What follows belongs to an exercise in optimizing a design on an open flow for small area, a short achievable clock period and few clock cycles per item; a production flow would make more cautious choices. Only simulation tests tie the RTL to the original design; equivalence was not proved. No activity file was given, so power comes from the tool's default toggle rates.

build 65:
Design manhattan_nearest_site_area, start of the top module:
module manhattan_nearest_site_area (
  input  logic                              clk_i,
  input  logic                              rst_ni,
  input  logic                              cfg_valid_i,
  output logic                              cfg_ready_o,
  input  logic [mnsa_pkg::CFG_W-1:0]        cfg_data_i,       
  input  logic                              s_axis_tvalid,
  output logic                              s_axis_tready,
  input  logic [mnsa_pkg::S_TDATA_W-1:0]    s_axis_tdata,
  input  logic [mnsa_pkg::OP_W-1:0]         s_axis_tuser,     
  output logic                              m_axis_tvalid,
  input  logic                              m_axis_tready,
  output logic [mnsa_pkg::M_TDATA_W-1:0]    m_axis_tdata
);
  localparam int N      = mnsa_pkg::MAX_SITES;
  localparam int CW     = mnsa_pkg::COORD_BITS;
  localparam int DW     = mnsa_pkg::DIST_W;
  localparam int AW     = mnsa_pkg::AREA_W;
  localparam int KW     = mnsa_pkg::KEY_W;
  localparam int MW     = mnsa_pkg::M_TDATA_W;
  ...
Size: ~26000 cells after synthesis, ~4600 flip-flops, about 90 I/O pins.
export LEC_CHECK = 0
export CAP_MARGIN = 20
export CORE_MARGIN = 2
export CORE_UTILIZATION = 40
export CTS_BUF_LIST = sky130_fd_sc_hd__clkbuf_16
export CTS_CLUSTER_DIAMETER = 100
export CTS_CLUSTER_SIZE = 25
export SETUP_SLACK_MARGIN = 3.0
export SLEW_MARGIN = 20
export SYNTH_HIERARCHICAL = 1
export TNS_END_PERCENT = 10
create_clock -name core_clock -period 8.0 [get_ports {clk_i}]
run.sh (not shown) runs the stock make flow with config.mk's settings and CLKGATE_MAP_FILE= SYNTH_SCRIPT=/design/flow/synth_recipe.tcl, a recipe that flattens the netlist after the stock synthesis.
Testbench counts of build 65, summed over its fixed seeds: cycles 3,792, items 3,728.
Changes in build 77 relative to build 65:
Settings: a deleted TNS_END_PERCENT that had been 10; a change of CTS_CLUSTER_SIZE from 25 to 20.
--- outcome ---
- Build 77 -> build 65: cell count flat
- The static leakage reported for build 77 is greater than that of build 65 by 1.8 nW.
- Area used by multi-input combinational logic (build 77 over build 65): increase, about 2.8%
- In build 77 the part of the total power dissipated in the clock network turned out 0.9 points higher than in build 65.
- From build 65 to build 77 the numbers moved as follows: fraction of the core area covered by cells at the end of the flow went up; number of nets in the final layout did not really move; final design area excluding fillers went up.
Here is what was changed in the inputs of build 69 compared with build 77.
Settings: SETUP_SLACK_MARGIN: 3.0 -> 3.4.
### Flow results
- Build 69 completed; timing, DRC and antenna clean
- Build 69 has global-route usage below what build 77 had.
- Of the two values seen for end point of the critical path, out_q[0] was produced by build 69 and fa3[27] by build 77.
- Worst hold slack in build 69 is 0.029 ns lower than in build 77
- Comparing build 69 with build 77, the compound-gate portion of the synthesized area came out essentially unchanged.
- When build 69 is set beside build 77, its share of power burned in the clock network turns out to be 1.1 points smaller.
- Density: build 69 denser than build 77
> inputs changed (build 69 -> build 2)
Settings: SETUP_SLACK_MARGIN: 3.4 -> 3.5; TNS_END_PERCENT: unset -> 10.
Findings:
- From the logs: build 2 reached the end of the flow and failed the layout checks with antenna rules.
- Setup slack down 0.088 ns in build 2 wrt build 69
- Compared with build 69, build 2 shows a higher sequential portion of the cell area.
- Run comparison: build 69 endpoint of the worst setup timing path out_q[0]; build 2 endpoint of the worst setup timing path fk3[1]
- Post-synthesis to final-layout area growth, build 69 and build 2: larger value in build 69
- Between build 2 and build 69, the count of multi-input combinational gates figures differ only marginally.
- Routed wire length of build 69 is on par with build 2.
- Launching element of the worst setup path: area_q[11][6] -> build 2, area_q[34][2] -> build 69

* * *

Setup of main:
manhattan_nearest_site_area, a different RTL version from the one above (not shown whole).
For scale: ~4600 flip-flops, roughly 90 I/O pins.
clock: 8.0 ns
lec_check: 0
cap_margin: 20
core_margin: 2
core_utilization: 40
setup_slack_margin: 2.5
slew_margin: 20
synth_hierarchical: 1
Testbench counts of main, summed over its fixed seeds: cycles 3,792, items 3,728.
Modified inputs, the feature branch compared to main
Settings: CORE_UTILIZATION: 40 -> 45; SETUP_SLACK_MARGIN: 2.5 -> 3.5.
Notes after the runs:
The flow completed for the feature branch, but it is not clean: the layout still shows antenna rules. For the share of the clock period used by the worst path after layout, the feature branch came in 5.8 points lower than main did. NOTE: clock skew in the feature branch exceeds that of main. Compared with main, in the feature branch number of antenna violations at the first check in global routing now sits lower, global-route usage now sits higher.

port drivers added, routing unchanged:
How much do the figures lean on ideal ports? The routed layouts below were timed once more, with nothing changed but the port constraints.
Step 1 sets driving cells, clkbuf_16 on the clock port and buf_2 on the other inputs (assumed; they add their load-dependent delay and slew).
Step 2, shift: input delay + t, output delay - t, t = (earliest + latest rising clock arrival at the registers) / 2. This alone moves slack from input paths to output paths.
a / b / c = no drivers / after step 1 / after step 2; a / b = the first two.
run | t, ns | setup WS [ns] | hold slack, ns | worst slew at a driven data input, ns
build 65 | 1.259 | 2.451 / 2.451 / 2.451 | 0.325 / 0.289 / 0.325 | 0.39
build 77 | 1.200 | 2.889 / 2.889 / 2.889 | 0.331 / 0.331 / 0.331 | 0.27
build 69 | 1.207 | 3.005 / 3.005 / 3.005 | 0.302 / 0.302 / 0.302 | 0.27
build 2 | 1.182 | 2.917 / 2.917 / 2.917 | 0.322 / 0.322 / 0.322 | 0.42
main | 1.231 | 2.338 / 2.338 / 2.338 | 0.308 / 0.308 / 0.308 | 0.36
the feature branch | 1.271 | 2.806 / 2.806 / 2.806 | 0.326 / 0.322 / 0.326 | 0.30
